This is an optimization exercise on Yosys and OpenROAD, whose aim is small area, a short achievable clock period and few clock cycles per item, not a production implementation. Only simulation tests tie the RTL to the original design; equivalence was not proved.

==> design.v <==
package ttf_pkg;
    localparam int MAG_W = 49;    
    localparam int NRM_W = 30;    
endpackage
module ttf_sqrt4 (
    input  logic [32:0] i_rem,
    input  logic [31:0] i_root,
    input  logic [33:0] i_root3,
    input  logic [3:0]  i_bits,
    output logic [32:0] o_rem,
    output logic [31:0] o_root,
    output logic [33:0] o_root3
);
    logic [37:0] x, t1, t2, t3;
    logic [33:0] r3p1, r3p2;
    logic [1:0]  d;
    assign r3p1 = i_root3 + 34'd1;
    assign r3p2 = i_root3 + 34'd2;
    assign x    = {1'b0, i_rem, i_bits};
    assign t1   = x - {3'b0, i_root, 3'b001};
    assign t2   = x - {2'b0, i_root, 4'b0100};
    assign t3   = x - {1'b0, r3p1, 3'b001};
    always_comb begin
        if (!t3[37]) begin
            d     = 2'd3;
            o_rem = t3[32:0];
        end else if (!t2[37]) begin
            d     = 2'd2;
            o_rem = t2[32:0];
        end else if (!t1[37]) begin
            d     = 2'd1;
            o_rem = t1[32:0];
        end else begin
            d     = 2'd0;
            o_rem = x[32:0];
        end
        o_root = {i_root[29:0], d};
        case (d)
            2'd0:    o_root3 = {i_root3[31:0], 2'd0};
            2'd1:    o_root3 = {i_root3[31:0], 2'd3};
            2'd2:    o_root3 = {r3p1[31:0], 2'd2};
            default: o_root3 = {r3p2[31:0], 2'd1};
        endcase
    end
endmodule
module ttf_div4 (
    input  logic [31:0] i_rem,
    input  logic [30:0] i_div,
    input  logic [32:0] i_div3,
    output logic [31:0] o_rem,
    output logic [1:0]  o_q
);
    logic [34:0] x, t1, t2, t3;
    assign x  = {1'b0, i_rem, 2'b00};
    assign t1 = x - {4'b0, i_div};
    assign t2 = x - {3'b0, i_div, 1'b0};
    assign t3 = x - {2'b0, i_div3};
    always_comb begin
        if (!t3[34]) begin
            o_q   = 2'd3;
            o_rem = t3[31:0];
        end else if (!t2[34]) begin
            o_q   = 2'd2;
            o_rem = t2[31:0];
        end else if (!t1[34]) begin
            o_q   = 2'd1;
            o_rem = t1[31:0];
        end else begin
            o_q   = 2'd0;
            o_rem = x[31:0];
        end
    end
endmodule
module triangle_tangent_frame_top (
    input  logic               i_clk,
    input  logic               i_rst_n,
    input  logic               i_in_valid,
    output logic               o_in_stall,
    input  logic [23:0]        i_vertex_id,
    input  logic signed [31:0] i_pos_x,
    input  logic signed [31:0] i_pos_y,
    input  logic signed [31:0] i_pos_z,
    input  logic signed [15:0] i_tex_u,
    input  logic signed [15:0] i_tex_v,
    output logic               o_out_valid,
    input  logic               i_out_stall,
    output logic [23:0]        o_out_vertex_id,
    output logic signed [15:0] o_tangent_x,
    output logic signed [15:0] o_tangent_y,
    output logic signed [15:0] o_tangent_z,
    output logic signed [15:0] o_bitangent_x,
    output logic signed [15:0] o_bitangent_y,
    output logic signed [15:0] o_bitangent_z,
    output logic               o_degenerate,
    output logic               o_last_of_triangle
);
    localparam int MW = ttf_pkg::MAG_W;
    localparam int NW = ttf_pkg::NRM_W;
    logic [2:0] r_t;           
    logic [5:0] r_v;           
    logic       r_par [6];     
    logic       r_sc;          
    logic [1:0] r_cc;          
    logic       r_full;        
    logic en, shift, e1_free, e2_free, acc_ok, accept, acc2, start;
    assign o_out_valid = r_v[5] && (r_t >= 3'd4) && (r_t <= 3'd6);
    assign en          = !(o_out_valid && i_out_stall);
    assign shift       = en && (r_t == 3'd7);
    assign e1_free     = !r_full;
    assign e2_free     = !r_full && !(r_v[0] && r_t != 3'd7);
    assign acc_ok      = (r_cc == 2'd0) ? !r_full :
                         (r_cc == 2'd1) ? e1_free : e2_free;
    assign o_in_stall  = !acc_ok;
    assign accept      = i_in_valid && acc_ok;
    assign acc2        = accept && (r_cc == 2'd2);
    assign start       = shift && (r_full || acc2);
    always_ff @(posedge i_clk) begin
        if (!i_rst_n) begin
            r_t    <= 3'd7;
            r_v    <= '0;
            r_sc   <= 1'b0;
            r_cc   <= '0;
            r_full <= 1'b0;
        end else begin
            if (accept) r_cc <= (r_cc == 2'd2) ? 2'd0 : r_cc + 2'd1;
            if (start) r_full <= 1'b0;
            else if (acc2) r_full <= 1'b1;
            if (en) begin
                if (r_t == 3'd7) begin
                    r_v  <= {r_v[4:0], start};
                    r_sc <= r_sc ^ start;
                    r_t  <= ({r_v[4:0], start} != 6'd0) ? 3'd0 : 3'd7;
                end else begin
                    r_t <= r_t + 3'd1;
                end
            end
        end
    end
    logic signed [31:0] r_p0 [3];
    logic signed [15:0] r_u0, r_v0;
    logic signed [32:0] r_e1 [3];
    logic signed [32:0] r_e2 [3];
    logic signed [16:0] r_du1, r_dv1, r_du2, r_dv2;
    logic signed [32:0] r_ce1 [3];
    logic signed [16:0] r_cdu1, r_cdv1;
    logic [23:0]        r_idin [3];
    logic [23:0]        r_ida [6][3];
    always_ff @(posedge i_clk) begin
        if (accept) begin
            r_idin[r_cc] <= i_vertex_id;
            case (r_cc)
                2'd0: begin
                    r_p0[0] <= i_pos_x;
                    r_p0[1] <= i_pos_y;
                    r_p0[2] <= i_pos_z;
                    r_u0    <= i_tex_u;
                    r_v0    <= i_tex_v;
                end
                2'd1: begin
                    r_e1[0] <= 33'(i_pos_x) - 33'(r_p0[0]);
                    r_e1[1] <= 33'(i_pos_y) - 33'(r_p0[1]);
                    r_e1[2] <= 33'(i_pos_z) - 33'(r_p0[2]);
                    r_du1   <= 17'(i_tex_u) - 17'(r_u0);
                    r_dv1   <= 17'(i_tex_v) - 17'(r_v0);
                end
                default: begin
                    r_e2[0] <= 33'(i_pos_x) - 33'(r_p0[0]);
                    r_e2[1] <= 33'(i_pos_y) - 33'(r_p0[1]);
                    r_e2[2] <= 33'(i_pos_z) - 33'(r_p0[2]);
                    r_du2   <= 17'(i_tex_u) - 17'(r_u0);
                    r_dv2   <= 17'(i_tex_v) - 17'(r_v0);
                end
            endcase
        end
        if (start) begin
            for (int c = 0; c < 3; c++) r_ce1[c] <= r_e1[c];
            r_cdu1 <= r_du1;
            r_cdv1 <= r_dv1;
        end
    end
    always_ff @(posedge i_clk) begin
        if (shift) begin
            r_par[0]    <= r_sc;
            r_ida[0][0] <= r_idin[0];
            r_ida[0][1] <= r_idin[1];
            r_ida[0][2] <= acc2 ? i_vertex_id : r_idin[2];
            for (int a = 1; a < 6; a++) begin
                r_par[a] <= r_par[a-1];
                for (int r = 0; r < 3; r++) r_ida[a][r] <= r_ida[a-1][r];
            end
        end
    end
    logic signed [16:0] r_opa [2];
    logic signed [32:0] r_opx [2];
    logic signed [39:0] r_pp0 [2];
    logic signed [39:0] r_pp1 [2];
    logic signed [37:0] r_pp2 [2];
    logic signed [49:0] r_prod [2];
    logic signed [49:0] r_acc [2];
    logic signed [16:0] mux_a [2];
    logic signed [32:0] mux_x [2];
    always_comb begin
        logic [1:0] k;
        k = 2'((r_t - 3'd1) >> 1);
        if (r_t == 3'd0) begin
            mux_a[0] = r_cdu1;  mux_x[0] = 33'(r_dv2);
            mux_a[1] = r_du2;   mux_x[1] = 33'(r_cdv1);
        end else if (r_t[0]) begin
            mux_a[0] = r_dv2;   mux_x[0] = r_ce1[k];
            mux_a[1] = r_cdu1;  mux_x[1] = r_e2[k];
        end else begin
            mux_a[0] = r_cdv1;  mux_x[0] = r_e2[k];
            mux_a[1] = r_du2;   mux_x[1] = r_ce1[k];
        end
    end
    logic signed [50:0] res [2];
    logic [MW-1:0]      mag [2];
    logic signed [50:0] resd;
    for (genvar m = 0; m < 2; m++) begin : g_mul
        logic signed [6:0] a_lo, a_mid;
        logic signed [4:0] a_hi;
        assign a_lo  = {1'b0, r_opa[m][5:0]};
        assign a_mid = {1'b0, r_opa[m][11:6]};
        assign a_hi  = r_opa[m][16:12];
        assign res[m] = 51'(r_acc[m]) - 51'(r_prod[m]);
        assign mag[m] = res[m][50] ? MW'(51'(r_prod[m]) - 51'(r_acc[m])) : MW'(res[m]);
        always_ff @(posedge i_clk) begin
            if (en) begin
                if (r_v[0] && r_t <= 3'd6) begin
                    r_opa[m] <= mux_a[m];
                    r_opx[m] <= mux_x[m];
                end
                r_pp0[m]  <= a_lo * r_opx[m];
                r_pp1[m]  <= a_mid * r_opx[m];
                r_pp2[m]  <= a_hi * r_opx[m];
                r_prod[m] <= 50'(r_pp0[m]) + (50'(r_pp1[m]) <<< 6) + (50'(r_pp2[m]) <<< 12);
                r_acc[m]  <= r_prod[m];
            end
        end
    end
    assign resd = 51'(r_prod[0]) - 51'(r_prod[1]);
    logic [MW-1:0] r_mt [3];
    logic [MW-1:0] r_mb [3];
    logic [2:0]    r_st_tmp, r_sb_tmp;
    logic [5:0]    r_dneg, r_dzero;
    always_ff @(posedge i_clk) begin
        if (en) begin
            if (r_v[0] && r_t == 3'd3) begin
                r_dneg[0]  <= resd[50];
                r_dzero[0] <= (resd == '0);
            end
            if (r_t == 3'd7) begin
                r_dneg[5:1]  <= r_dneg[4:0];
                r_dzero[5:1] <= r_dzero[4:0];
            end
            if (r_v[0] && r_t == 3'd5) begin
                r_mt[0] <= mag[0]; r_st_tmp[0] <= res[0][50];
                r_mb[0] <= mag[1]; r_sb_tmp[0] <= res[1][50];
            end
            if (r_v[0] && r_t == 3'd7) begin
                r_mt[1] <= mag[0]; r_st_tmp[1] <= res[0][50];
                r_mb[1] <= mag[1]; r_sb_tmp[1] <= res[1][50];
            end
            if (r_v[1] && r_t == 3'd1) begin
                r_mt[2] <= mag[0]; r_st_tmp[2] <= res[0][50];
                r_mb[2] <= mag[1]; r_sb_tmp[2] <= res[1][50];
            end
        end
    end
    logic          nrm_b;
    logic [MW-1:0] nm [3];
    logic [MW-1:0] nor_all;
    logic [4:0]    nsh;
    logic [NW-1:0] nn [3];
    assign nrm_b = r_t[0];
    always_comb begin
        for (int k = 0; k < 3; k++) nm[k] = nrm_b ? r_mb[k] : r_mt[k];
        nor_all = nm[0] | nm[1] | nm[2];
        nsh = '0;
        for (int i = NW; i < MW; i++) if (nor_all[i]) nsh = 5'(i - NW + 1);
        for (int k = 0; k < 3; k++) nn[k] = NW'(nm[k] >> nsh);
    end
    logic [NW-1:0] r_nt [1:3][3];
    logic [NW-1:0] r_nb [1:4][3];
    logic [2:0]    r_st [1:5];
    logic [2:0]    r_sb [1:5];
    logic [1:5]    r_zt;
    logic [1:5]    r_zb;
    always_ff @(posedge i_clk) begin
        if (en) begin
            if (r_v[1] && r_t == 3'd2) begin
                for (int k = 0; k < 3; k++) r_nt[1][k] <= nn[k];
                r_st[1] <= r_st_tmp;
                r_zt[1] <= (nor_all == '0);
            end
            if (r_v[1] && r_t == 3'd3) begin
                for (int k = 0; k < 3; k++) r_nb[1][k] <= nn[k];
                r_sb[1] <= r_sb_tmp;
                r_zb[1] <= (nor_all == '0);
            end
            if (r_t == 3'd7) begin
                for (int k = 0; k < 3; k++) begin
                    for (int a = 2; a <= 3; a++) r_nt[a][k] <= r_nt[a-1][k];
                    for (int a = 2; a <= 4; a++) r_nb[a][k] <= r_nb[a-1][k];
                end
                for (int a = 2; a <= 5; a++) begin
                    r_st[a] <= r_st[a-1];
                    r_zt[a] <= r_zt[a-1];
                    r_sb[a] <= r_sb[a-1];
                    r_zb[a] <= r_zb[a-1];
                end
            end
        end
    end
    logic [NW-1:0]   r_sqop;
    logic [19:0]     r_q00, r_q11, r_q22, r_q01, r_q02, r_q12;
    logic [2*NW+1:0] r_s;
    logic [2*NW+1:0] sq_sum, s_new;
    assign sq_sum = (2*NW+2)'({r_q22, r_q11, r_q00})
                  + ((2*NW+2)'({r_q12, r_q01}) << 11)
                  + ((2*NW+2)'(r_q02) << 21);
    assign s_new  = ((r_t == 3'd5) || (r_t == 3'd0)) ? sq_sum : r_s + sq_sum;
    always_ff @(posedge i_clk) begin
        if (en) begin
            case (r_t)
                3'd3: r_sqop <= r_nt[1][0];
                3'd4: r_sqop <= r_nt[1][1];
                3'd5: r_sqop <= r_nt[1][2];
                3'd6: r_sqop <= r_nb[1][0];
                3'd7: r_sqop <= r_nb[1][1];
                default: r_sqop <= r_nb[2][2];
            endcase
            r_q00 <= r_sqop[9:0] * r_sqop[9:0];
            r_q11 <= r_sqop[19:10] * r_sqop[19:10];
            r_q22 <= r_sqop[29:20] * r_sqop[29:20];
            r_q01 <= r_sqop[9:0] * r_sqop[19:10];
            r_q02 <= r_sqop[9:0] * r_sqop[29:20];
            r_q12 <= r_sqop[19:10] * r_sqop[29:20];
            r_s   <= s_new;
        end
    end
    logic [32:0] r_rem [4];
    logic [31:0] r_root [4];
    logic [33:0] r_root3 [4];
    logic [63:0] r_rad [4];
    logic [32:0] o_rem [4];
    logic [31:0] o_root [4];
    logic [33:0] o_root3 [4];
    logic        ld [4];
    logic [30:0] r_lt, r_lb;
    logic [32:0] r_lt3, r_lb3;
    assign ld[0] = r_v[1] && r_t == 3'd7 && !r_par[1];
    assign ld[1] = r_v[1] && r_t == 3'd7 &&  r_par[1];
    assign ld[2] = r_v[2] && r_t == 3'd2 && !r_par[2];
    assign ld[3] = r_v[2] && r_t == 3'd2 &&  r_par[2];
    for (genvar u = 0; u < 4; u++) begin : g_sqrt
        ttf_sqrt4 u_sq (.i_rem(r_rem[u]), .i_root(r_root[u]), .i_root3(r_root3[u]),
                        .i_bits(r_rad[u][63:60]),
                        .o_rem(o_rem[u]), .o_root(o_root[u]), .o_root3(o_root3[u]));
        always_ff @(posedge i_clk) begin
            if (en) begin
                r_rem[u]   <= ld[u] ? 33'd0 : o_rem[u];
                r_root[u]  <= ld[u] ? 32'd0 : o_root[u];
                r_root3[u] <= ld[u] ? 34'd0 : o_root3[u];
                r_rad[u]   <= ld[u] ? 64'(s_new) : {r_rad[u][59:0], 4'd0};
            end
        end
    end
    always_ff @(posedge i_clk) begin
        if (en) begin
            if (r_v[3] && r_t == 3'd7) begin
                r_lt  <= r_par[3] ? o_root[1][30:0] : o_root[0][30:0];
                r_lt3 <= r_par[3] ? o_root3[1][32:0] : o_root3[0][32:0];
            end
            if (r_v[4] && r_t == 3'd2) begin
                r_lb  <= r_par[4] ? o_root[3][30:0] : o_root[2][30:0];
                r_lb3 <= r_par[4] ? o_root3[3][32:0] : o_root3[2][32:0];
            end
        end
    end
    logic [31:0] r_drt [3];
    logic [31:0] r_drb [3];
    logic [15:0] r_dqt [3];
    logic [15:0] r_dqb [3];
    logic [31:0] dot_rem [3];
    logic [31:0] dob_rem [3];
    logic [1:0]  dot_q [3];
    logic [1:0]  dob_q [3];
    logic        dldt, dldb;
    assign dldt = (r_t == 3'd7);
    assign dldb = (r_t == 3'd2);
    for (genvar k = 0; k < 3; k++) begin : g_div
        ttf_div4 u_dt (.i_rem(r_drt[k]), .i_div(r_lt), .i_div3(r_lt3),
                       .o_rem(dot_rem[k]), .o_q(dot_q[k]));
        ttf_div4 u_db (.i_rem(r_drb[k]), .i_div(r_lb), .i_div3(r_lb3),
                       .o_rem(dob_rem[k]), .o_q(dob_q[k]));
        always_ff @(posedge i_clk) begin
            if (en) begin
                r_drt[k] <= dldt ? 32'(r_nt[3][k]) : dot_rem[k];
                r_drb[k] <= dldb ? 32'(r_nb[4][k]) : dob_rem[k];
                r_dqt[k] <= {r_dqt[k][13:0], dot_q[k]};
                r_dqb[k] <= {r_dqb[k][13:0], dob_q[k]};
            end
        end
    end
    logic signed [15:0] r_ot [3];
    logic signed [15:0] r_ob [3];
    logic               r_odeg;
    logic               fmt_b, zsel, dn;
    logic [2:0]         ssel;
    logic [15:0]        qv [3];
    assign fmt_b = r_t[0];
    assign dn    = r_dneg[5];
    assign zsel  = r_dzero[5] | (fmt_b ? r_zb[5] : r_zt[5]);
    assign ssel  = fmt_b ? r_sb[5] : r_st[5];
    always_comb begin
        for (int k = 0; k < 3; k++) begin
            logic [15:0] q16, qf;
            q16   = fmt_b ? r_dqb[k] : r_dqt[k];
            qf    = 16'((16'(q16[15:1]) + 16'd1) >> 1);
            qv[k] = zsel ? 16'd0 : ((ssel[k] ^ dn) ? -qf : qf);
        end
    end
    always_ff @(posedge i_clk) begin
        if (en) begin
            if (r_v[5] && r_t == 3'd0) begin
                for (int k = 0; k < 3; k++) r_ot[k] <= qv[k];
            end
            if (r_v[5] && r_t == 3'd3) begin
                for (int k = 0; k < 3; k++) r_ob[k] <= qv[k];
                r_odeg <= r_dzero[5] | r_zt[5] | r_zb[5];
            end
        end
    end
    logic [1:0] fr;
    assign fr = 2'(r_t - 3'd4);
    assign o_out_vertex_id    = r_ida[5][fr];
    assign o_tangent_x        = r_ot[0];
    assign o_tangent_y        = r_ot[1];
    assign o_tangent_z        = r_ot[2];
    assign o_bitangent_x      = r_ob[0];
    assign o_bitangent_y      = r_ob[1];
    assign o_bitangent_z      = r_ob[2];
    assign o_degenerate       = r_odeg;
    assign o_last_of_triangle = (r_t == 3'd6);
endmodule
==> run.sh <==
#!/bin/bash
# synth_recipe.tcl (not shown) runs the flow's synth.tcl, then flattens the netlist and writes it again
# the make line also repeats each setting of config.mk as NAME=value (left out here)
make -C /OpenROAD-flow-scripts/flow DESIGN_CONFIG=/design/flow/config.mk WORK_HOME=/design/flow/orfs CLKGATE_MAP_FILE= SYNTH_SCRIPT=/design/flow/synth_recipe.tcl finish
==> config.mk <==
export PLATFORM = sky130hd
export DESIGN_NAME = triangle_tangent_frame_top
export DESIGN_NICKNAME = triangle_tangent_frame_top
export VERILOG_FILES = /design/flow/design.v
export SDC_FILE = /design/flow/constraint.sdc
export NUM_CORES = 4
export LEC_CHECK = 0
export ABC_CLOCK_PERIOD_IN_PS = 4500
export CAP_MARGIN = 20
export CORE_MARGIN = 2
export CORE_UTILIZATION = 40
export SETUP_SLACK_MARGIN = 5
export SLEW_MARGIN = 20
==> constraint.sdc <==
create_clock -name core_clock -period 10.0 [get_ports {i_clk}]
set_input_delay 2.0000 -clock core_clock [delete_from_list [all_inputs] [get_ports {i_clk}]]
set_output_delay 2.0000 -clock core_clock [all_outputs]
set_load 0.01 [all_outputs]
==> Implementation_results.wiki, run 1 <==
{| class="wikitable"
! Metric !! Value
|-
| Top fanout value on the critical path || 5
|-
| Transition time at the pin with the least slew margin || around 1.1 ns
|-
| Global-route usage over all layers || 0.242
|-
| Share of cells above drive strength 1 || 0.150
|-
| Clock latency at the later pin of the worst-skew pair || between 1 and 1.5 ns
|-
| Cell area after technology mapping || 0.287 mm2
|-
| Synthesized area divided by synthesized cell count || ~10 um2
|-
| Routed via count || approximately 220k
|-
| Arrival @ worst endpoint || ~7.0 ns
|-
| Number of optimization iterations in the first detailed-route pass || 9
|-
| Min setup slack post-route || around 3.8 ns
|-
| Area of the multi-input gates || approximately 0.17 mm2
|-
| Async SR Flop Fraction || 0
|-
| Routed length per placed instance || between 20 and 25 um
|-
| Worst rel slew slack || 0.253
|-
| Pin count of the biggest net entering global routing || around 190
|-
| Non-Filler Cell Area, Final || ~0.34 mm2
|-
| Global-route met2 utilization || 0.407
|-
| Final cell count without fillers || roughly 40000
|-
| Crit path max-delay cell type || sky130_fd_sc_hd__edfxtp_1
|-
| Initial antenna violation count || 70
|-
| Relative area change from synthesis to final layout || 18.6%
|-
| Number of clock sinks seen by CTS || 3964
|-
| Clock root cell || sky130_fd_sc_hd__clkbuf_16
|-
| Multiplexer share of the synthesized area || 0.0253
|-
| GR peak layer || met2
|-
| Clock Pin Slew Worst Setup and Hold Paths || roughly 0.060 ns
|-
| Main combinational cell family by area after synthesis || adder cells
|-
| Max-cap viol count || 0
|-
| Fraction of synthesized cell area in xor and xnor cells || 0.0512
|-
| Most used DFF post-synth || sky130_fd_sc_hd__edfxtp_1
|-
| Synthesized-area fraction occupied by ao, oa, aoi and oai cells || 0.157
|-
| Number of levels in the clock H-tree || 5
|-
| Delay of the slowest cell on the worst path || approximately 0.42 ns
|-
| Footprint of the flip-flops and latches || around 0.12 mm2
|-
| Width of the die || ~850 um
|-
| First-pass GRT wire length || 1360000 um
|-
| Net count of the finished layout || ~33000
|-
| Cell Area, Placed || around 0.3 mm2
|-
| GP Congestion || between 0.9 and 1
|-
| Starting density of the core || 0.401
|-
| DPL Wire Length || roughly 660000 um
|-
| Total of endpoints with negative setup slack in the final report || 0
|-
| Hold Violations, Final || 0
|-
| Min-delay worst type || reg -> reg
|-
| Worst setup EP type || register
|-
| Die Y-Extent || 852 um
|-
| Maximum root-to-sink buffer count || 4
|-
| Crit start category || register
|-
| Met3 track demand over resource in global routing || 0.0278
|-
| Hold buffer count at CTS || 0
|-
| Remaining antenna violation count || 0
|-
| Die footprint || 0.725 mm2
|-
| RSZ-0062 raised after global routing || yes
|-
| CTS tree || built
|-
| CP Class || reg -> reg
|-
| Post-placement setup slack || around 1.8 ns
|-
| Cells after synthesis || between 20000 and 30000
|-
| Wire length reported by the detailed router || 920000 um
|-
| FF+latch count, synth || approximately 4000
|-
| Count of boundary I/O pins || 280
|-
| Number of buffers inserted during clock tree synthesis || between 400 and 500
|-
| Final global-route overflow total || 0
|-
| CP Data Required Time || ~11 ns
|-
| Max Transition Viols Final || 0
|-
| Total number of placement rows || just over 300
|-
| Count of filler cells inserted in the layout || between 60000 and 70000
|-
| Most common cell type on the critical path || sky130_fd_sc_hd__a21o_1
|-
| Synthesized-area fraction occupied by adder cells || 0.184
|-
| Floorplan core area || 0.717 mm2
|-
| Final period utilization || 0.625
|-
| DR vias/cell || 5.65
|-
| Utilization of the core after routing || 0.476
|-
| Post-route minimum period || between 6 and 7 ns
|-
| Synthesized net count || roughly 32000
|-
| DP Cell Count || 36900
|-
| Number of warnings printed during yosys synthesis || 84
|-
| Register area share after synthesis || 0.414
|-
| Vias in the first global route || 217000
|-
| Total Neg Setup Slack || 0 ns
|-
| Met1 Track Usage GR || 0.319
|-
| Netlist cell types || roughly 120
|-
| Setup skew after layout || 0.152 ns
|-
| Status || complete, no violations
|-
| Number of buffers inserted by port buffering || around 280
|-
| Number of synthesized flops with an enable pin || between 3000 and 4000
|-
| Highest achievable clock rate || between 150 and 200 MHz
|-
| Total DRC errors in the routed layout || 0
|-
| DRT iter0 DRCs || 17800
|-
| Simple-gate area share of the yosys netlist || 0.126
|}
[critical path, delay by kind of cell, from the launching register on]
kind / cells / cell delay [ns]
buffers and inverters: 1 / 0.17
XOR/XNOR: 2 / 0.30
flip-flops: 1 / 0.42
multiplexers: 1 / 0.23
AO/OA/AOI/OAI: 15 / 2.93
adder cells (fa/ha/maj): 4 / 1.08
AND/OR/NAND/NOR: 5 / 0.76
[cell usage in the layout, fill, tap and decap left out, drive strengths merged, types with 1078 or more instances in the layout]
master / count
a21oi: 2158
buf: 1551
fa: 1178
xnor2: 1078
inv: 2193
o21ai: 1581
nand2: 2679
ha: 2347
nor2: 1883
edfxtp: 3951
[cell type report]
class	count	area share
multi-input cells	20600	0.491
flip-flops and latches	3964	0.349
repair buffers	1850	0.0560
well taps	9546	0.0350
clock buffers	509	0.0333
inverters	2180	0.0245
clock inverters	314	0.0109
diodes	47	0.000345
repair inverters	2	0.0000514
[per-layer routing]
metal | vias up | wire (um)
met2 | 6717 | 432000
met3 | 1641 | 52500
met4 | 14 | 47100
li1 | 103000 | -
met1 | 109000 | 388000
met5 | - | 84
[flip-flops by register name, indices dropped and copies added, names as in the netlist, 62 cells and up, named ones only]
register,count
r_nt,270
r_mb,147
r_p0,96
r_opx,66
r_idin,72
r_acc,100
r_s,62
r_pp0,80
r_pp1,80
r_pp2,76
r_ida,408
r_drb,96
r_ce1,99
r_rem,132
r_e1,99
r_drt,96
r_prod,100
r_nb,360
r_e2,99
r_root,128
r_rad,256
r_mt,147
r_root3,134
[cell families (layout without fill, tap and decap cells)]
group / count (synthesis) / after routing
xor gates and xnor gates: 1679 / 1679
and+or+nand+nor: 7715 / 7717
adders and majority gates: 3525 / 3525
other: 0 / 47
buffers and inverters: 3235 / 4855
AOI/OAI and AO/OA: 7086 / 7092
DFF: 3964 / 3964
muxes: 628 / 628
[synthesized netlist by cell type (all sizes together), types with 85 or more instances]
library cell	instances	area [um2]
o21a	263	1970
o21ai	1581	7920
o21bai	255	1930
xnor2	1078	9440
a21o	851	6390
a211oi	335	2530
or2	85	532
o211ai	213	1610
fa	1178	23600
xor2	601	5260
or3	120	751
buf	212	1060
clkbuf	843	3170
a22oi	88	661
nand2	2677	10100
nand4	170	1060
mux2	191	2150
nor2	1883	7080
a21oi	2158	10800
ha	2347	29400
a31oi	234	1480
and2	886	5550
nand3	451	2260
nor3	412	2070
o31ai	116	876
and3	221	1380
nor2b	253	1580
mux2i	377	3770
inv	2177	8170
edfxtp	3951	119000
nand2b	311	1950
[repair_timing]
| action | in CTS | in global routing |
|---|---|---|
| setup buffers | 920 | 335 |
| setup endpoints to repair | 1815 | 1105 |
| gates cloned | 46 | 17 |
| gates resized for setup | 2075 | 1093 |
| pin swaps | 773 | 692 |
[stage by stage]
stage          hold slack (ns)
4_1_cts                  0.301
6_report                 0.325
5_1_grt                  0.330
2_1_floorplan            0.400
3_5_place_dp             0.405
3_3_place_gp             0.400
[final timing paths]
| kind | startpoint | end | slack, ns | cells after the start |
|---|---|---|---|---|
| setup / recovery | r_q00[12] | r_rad[1][54] | 3.75 | 28 |
| hold / removal | r_pp0[1][0] | r_prod[1][0] | 0.33 | 0 |
| setup reg to reg | r_q00[12] | r_rad[1][54] | 3.75 | 28 |
| hold reg to reg | r_pp0[1][0] | r_prod[1][0] | 0.33 | 0 |
Testbench counts, summed over its fixed seeds: cycles 2,896, items 320.
==> inputs of run 2 (changes only) <==
--- a/design.v
+++ b/design.v
@@ -192,9 +192,8 @@
     end
     logic signed [16:0] r_opa [2];
     logic signed [32:0] r_opx [2];
-    logic signed [39:0] r_pp0 [2];
-    logic signed [39:0] r_pp1 [2];
-    logic signed [37:0] r_pp2 [2];
+    logic signed [42:0] r_pp0 [2];
+    logic signed [40:0] r_pp1 [2];
     logic signed [49:0] r_prod [2];
     logic signed [49:0] r_acc [2];
     logic signed [16:0] mux_a [2];
@@ -217,11 +216,10 @@
     logic [MW-1:0]      mag [2];
     logic signed [50:0] resd;
     for (genvar m = 0; m < 2; m++) begin : g_mul
-        logic signed [6:0] a_lo, a_mid;
-        logic signed [4:0] a_hi;
-        assign a_lo  = {1'b0, r_opa[m][5:0]};
-        assign a_mid = {1'b0, r_opa[m][11:6]};
-        assign a_hi  = r_opa[m][16:12];
+        logic signed [9:0] a_lo;
+        logic signed [7:0] a_hi;
+        assign a_lo = {1'b0, r_opa[m][8:0]};
+        assign a_hi = r_opa[m][16:9];
         assign res[m] = 51'(r_acc[m]) - 51'(r_prod[m]);
         assign mag[m] = res[m][50] ? MW'(51'(r_prod[m]) - 51'(r_acc[m])) : MW'(res[m]);
         always_ff @(posedge i_clk) begin
@@ -231,9 +229,8 @@
                     r_opx[m] <= mux_x[m];
                 end
                 r_pp0[m]  <= a_lo * r_opx[m];
-                r_pp1[m]  <= a_mid * r_opx[m];
-                r_pp2[m]  <= a_hi * r_opx[m];
-                r_prod[m] <= 50'(r_pp0[m]) + (50'(r_pp1[m]) <<< 6) + (50'(r_pp2[m]) <<< 12);
+                r_pp1[m]  <= a_hi * r_opx[m];
+                r_prod[m] <= 50'(r_pp0[m]) + (50'(r_pp1[m]) <<< 9);
                 r_acc[m]  <= r_prod[m];
             end
         end
@@ -312,14 +309,26 @@
             end
         end
     end
+    localparam int SQ_SPLIT = 10;
     logic [NW-1:0]   r_sqop;
-    logic [19:0]     r_q00, r_q11, r_q22, r_q01, r_q02, r_q12;
+    logic [2*NW-1:0] r_sqa, r_sqb;
+    logic [2*NW-1:0] sqa, sqb;
     logic [2*NW+1:0] r_s;
-    logic [2*NW+1:0] sq_sum, s_new;
-    assign sq_sum = (2*NW+2)'({r_q22, r_q11, r_q00})
-                  + ((2*NW+2)'({r_q12, r_q01}) << 11)
-                  + ((2*NW+2)'(r_q02) << 21);
-    assign s_new  = ((r_t == 3'd5) || (r_t == 3'd0)) ? sq_sum : r_s + sq_sum;
+    logic [2*NW+1:0] s_new, s_base;
+    always_comb begin
+        sqa = '0;
+        sqb = '0;
+        for (int i = 0; i < NW; i++) begin
+            logic [2*NW-1:0] row;
+            row = '0;
+            row[2*i] = r_sqop[i];
+            for (int j = i + 1; j < NW; j++) row[i+j+1] = r_sqop[i] & r_sqop[j];
+            if (i < SQ_SPLIT) sqa = sqa + row;
+            else sqb = sqb + row;
+        end
+    end
+    assign s_base = ((r_t == 3'd5) || (r_t == 3'd0)) ? '0 : r_s;
+    assign s_new  = s_base + (2*NW+2)'(r_sqa) + (2*NW+2)'(r_sqb);
     always_ff @(posedge i_clk) begin
         if (en) begin
             case (r_t)
@@ -330,12 +339,8 @@
                 3'd7: r_sqop <= r_nb[1][1];
                 default: r_sqop <= r_nb[2][2];
             endcase
-            r_q00 <= r_sqop[9:0] * r_sqop[9:0];
-            r_q11 <= r_sqop[19:10] * r_sqop[19:10];
-            r_q22 <= r_sqop[29:20] * r_sqop[29:20];
-            r_q01 <= r_sqop[9:0] * r_sqop[19:10];
-            r_q02 <= r_sqop[9:0] * r_sqop[29:20];
-            r_q12 <= r_sqop[19:10] * r_sqop[29:20];
+            r_sqa <= sqa;
+            r_sqb <= sqb;
             r_s   <= s_new;
         end
     end
--- a/config.mk
+++ b/config.mk
@@ -5,7 +5,7 @@
 export SDC_FILE = /design/flow/constraint.sdc
 export NUM_CORES = 4
 export LEC_CHECK = 0
-export ABC_CLOCK_PERIOD_IN_PS = 4500
+export ABC_CLOCK_PERIOD_IN_PS = 5000
 export CAP_MARGIN = 20
 export CORE_MARGIN = 2
 export CORE_UTILIZATION = 40
==> run 2 against run 1 <==
  * Still clean
  * First-iteration DRC count rose by 2.2%
  * Register-to-register slack got worse by 0.14 ns
  * Flip-flop and latch count fell by 106
==> Implementation_results.wiki, run 2 <==
{| class="wikitable"
! Metric !! Value
|-
| Status || complete, no violations
|-
| Total number of placement rows || about 310
|-
| Synth top area cells || sky130_fd_sc_hd__edfxtp_1, sky130_fd_sc_hd__ha_1, sky130_fd_sc_hd__fa_1
|-
| Startpoint of the worst-slack reg-to-reg timing path || r_opa[1][4]
|-
| Routed via count || around 210k
|-
| Highest achievable clock rate || between 150 and 200 MHz
|-
| Hold path startpoint || r_nb[4][2]
|-
| Most used DFF post-synth || sky130_fd_sc_hd__edfxtp_1
|-
| Total of endpoints with negative setup slack in the final report || 0
|-
| Register area share after synthesis || 0.416
|-
| Relative area change from synthesis to final layout || 18.1%
|-
| Number of optimization iterations in the first detailed-route pass || 9
|-
| Remaining antenna violation count || 0
|-
| Clock Pin Slew Worst Setup and Hold Paths || 0.07 ns
|-
| Synthesized net count || approximately 30000
|-
| Wire length reported by the detailed router || 895000 um
|-
| Number of buffers inserted by port buffering || 279
|-
| Net count of the finished layout || around 32000
|-
| Register with the highest flop count || r_ida
|-
| Final period utilization || 0.639
|-
| Share of cells above drive strength 1 || 0.144
|-
| Worst Reg-to-Reg Cells || 22
|-
| GP Congestion || around 0.94
|-
| Starting density of the core || 0.401
|-
| Max FFs per register || between 400 and 500
|-
| Arrival @ worst endpoint || 7.19 ns
|-
| RSZ-0062 raised after global routing || yes
|-
| Synthesized area divided by synthesized cell count || roughly 10 um2
|-
| Number of buffers inserted during clock tree synthesis || around 430
|-
| Cell chain of the critical path || buf_12, buf_16, and2_4, fa_1, fa_1, fa_1, fa_1, fa_1, ha_4, and2_4, a221o_1, a21oi_2, o21ai_2, o2111ai_2, nand3b_1, a21boi_2, o311ai_2, a31o_2, a21o_1, a21oi_2, o21bai_1, xor2_1
|-
| Die footprint || between 0.7 and 0.8 mm2
|-
| Crit path max-delay cell type || sky130_fd_sc_hd__fa_1
|-
| Transition time at the pin with the least slew margin || 1.25 ns
|-
| Worst rel slew slack || 0.153
|-
| Delay of the slowest cell on the worst path || ~0.55 ns
|-
| FF+latch count, synth || 3858
|-
| Min-delay worst type || reg -> reg
|-
| Width of the die || around 840 um
|-
| Die Y-Extent || 838 um
|-
| Worst setup EP type || register
|-
| Count of boundary I/O pins || 280
|-
| Utilization of the core after routing || 0.474
|-
| Clock latency at the later pin of the worst-skew pair || 1.12 ns
|-
| Crit start category || register
|-
| Number of warnings printed during yosys synthesis || roughly 80
|-
| Total Neg Setup Slack || 0 ns
|-
| Final global-route overflow total || 0
|-
| Cell depth of the worst hold path || 0
|-
| Number of levels in the clock H-tree || 5
|-
| Most common cell after layout, fill and taps aside || sky130_fd_sc_hd__edfxtp_1
|-
| Post-synth top cells || sky130_fd_sc_hd__edfxtp_1, sky130_fd_sc_hd__nand2_1, sky130_fd_sc_hd__inv_1
|-
| Total DRC errors in the routed layout || 0
|-
| Cell area after technology mapping || 0.278 mm2
|-
| Library cell occupying the most area in the post-synthesis netlist || sky130_fd_sc_hd__edfxtp_1
|-
| Vias in the first global route || between 200k and 250k
|-
| Worst hold endpoint || r_nb[7][2]
|-
| Setup skew after layout || approximately 0.11 ns
|-
| Async SR Flop Fraction || 0
|-
| Cell Area, Placed || about 0.29 mm2
|-
| Max-cap viol count || 0
|-
| Hold Violations, Final || 0
|-
| Commonest cells after routing, fill and taps aside || sky130_fd_sc_hd__edfxtp_1, sky130_fd_sc_hd__nand2_1, sky130_fd_sc_hd__inv_1
|-
| Pin count of the biggest net entering global routing || around 180
|-
| Most numerous cell in the Yosys netlist || sky130_fd_sc_hd__edfxtp_1
|-
| CP Data Required Time || 10.80 ns
|-
| Largest registers || r_ida x408, r_nb x360, r_nt x270
|-
| Maximum root-to-sink buffer count || 4
|-
| Post-route minimum period || about 6.4 ns
|-
| DRT iter0 DRCs || ~18000
|-
| CTS tree || built
|-
| First-pass GRT wire length || between 1000000 and 1500000 um
|-
| Share of Yosys cell area claimed by the top area cell type || 0.415
|-
| Global-route usage over all layers || 0.243
|-
| Netlist cell types || 110
|-
| Number of synthesized flops with an enable pin || between 3000 and 4000
|-
| Number of clock sinks seen by CTS || approximately 3900
|-
| Routed length per placed instance || 23.8 um
|-
| Floorplan core area || 0.694 mm2
|-
| DR vias/cell || between 5 and 6
|-
| Most common cell type on the critical path || sky130_fd_sc_hd__fa_1
|-
| Top fanout value on the critical path || 7
|-
| R2r setup slk || ~3.6 ns
|-
| Cells after synthesis || 26900
|-
| Max Transition Viols Final || 0
|-
| Initial antenna violation count || 43
|-
| Endpoint of the most critical register-to-register path || r_pp0[1][41]
|-
| Non-Filler Cell Area, Final || 0.329 mm2
|-
| CP Class || reg -> reg
|-
| Clock root cell || sky130_fd_sc_hd__clkbuf_16
|-
| DPL Wire Length || 641000 um
|}
[run 2: cell types whose count changed after synthesis, sizes merged, moves of 70 or more]
cell	previous run	this run
a21o	851	715
a21oi	2158	1841
and2	886	1127
edfxtp	3951	3845
fa	1178	1248
ha	2347	2080
inv	2177	2440
mux2i	377	570
nand2	2677	2471
nor2	1883	1671
xnor2	1078	969
[run 2: repair_timing]
action / 4_1_cts / 5_1_grt
buffers inserted: 763 / 327
hold endpoints to repair: 0 / 0
hold buffers: 0 / 0
gates cloned: 54 / 21
gates resized for setup: 1866 / 1090
pin swaps: 688 / 643
endpoints found under the setup margin: 2593 / 1262
[run 2: how the worst max path moves through the flow]
stage / startpoint / endpoint / slack, ns
after global placement: r_t[0] / r_rad[0][54] / 2.18
final: r_opa[1][4] / r_pp0[1][41] / 3.61
after global routing: r_opa[1][4] / r_pp0[1][41] / 3.42
after CTS: r_opa[1][4] / r_pp0[1][41] / 3.64
after detailed placement: r_t[0] / r_rad[0][54] / 2.28
after floorplan: i_out_stall / r_v[1] / -7.99
[run 2: cells by family (layout without fill, tap and decap cells)]
family / Yosys count / after routing / synth area share
adder cells (fa/ha/maj): 3328 / 3328 / 0.183
buffers and inverters: 3484 / 4932 / 0.0477
XOR/XNOR: 1502 / 1502 / 0.0472
other: 0 / 15 / 0
multiplexers: 775 / 775 / 0.0294
flip-flops: 3858 / 3858 / 0.416
AND/OR/NAND/NOR: 7434 / 7448 / 0.127
AO/OA/AOI/OAI: 6535 / 6540 / 0.149
[run 2: critical path: cells and delay by family, from the launching register on]
kind,cells,cell delay [ns]
DFF,1,0.49
and+or+nand+nor,3,0.54
xor gates and xnor gates,1,0.14
buffers and inverters,2,0.31
adders and majority gates,6,2.69
AOI/OAI and AO/OA,10,1.91
[run 2: area by class of cell]
cell class	instances	area, um2
fill	63200	365000
multi-input combinational	19600	160000
clock inverter	277	3350
sequential	3858	116000
antenna	15	37.5
clock buffer	508	11100
timing repair buffer	1705	17900
inverter	2442	9280
tap	9240	11600
[run 2: routing by layer]
layer,up-vias,routed length (um),track usage
met5,-,152,0
met4,22,58700,0.133
met3,1904,48700,0.0264
met2,6804,419000,0.403
met1,104000,368000,0.312
li1,98400,-,-
[run 2: stage by stage]
stage	hold slack (ns)	cells	setup slack (ns)
2_1_floorplan	0.400	26900	-7.99
3_3_place_gp	0.400	35700	2.18
3_5_place_dp	0.405	35700	2.28
4_1_cts	0.385	37300	3.64
5_1_grt	0.402	37600	3.42
6_report	0.389	37600	3.61
Testbench counts of run 2, summed over its fixed seeds: cycles 2,896, items 320.

==> afterwards: timing with drivers on the ports <==
How much do the figures lean on ideal ports? The routed layouts below were timed once more, with nothing changed but the port constraints.
Step 1, drivers: a clkbuf_16 drives i_clk and a buf_2 each remaining input, both assumed.
Step 2 also shifts input and output timing later by t, the mid clock arrival at the registers, as if the neighbouring blocks saw the same clock.
a / b / c = no drivers / after step 1 / after step 2; a / b = the first two.
| run | t (ns) | setup slack, ns | hold slack, ns | worst slew at a driven data input, ns |
|---|---|---|---|---|
| run 1 | 1.216 | 3.752 / 3.752 / 3.752 | 0.325 / 0.325 / 0.325 | 0.22 |
| run 2 | 1.191 | 3.611 / 3.611 / 3.611 | 0.389 / 0.389 / 0.389 | 0.18 |
After both steps setup and hold are still met in every run listed.
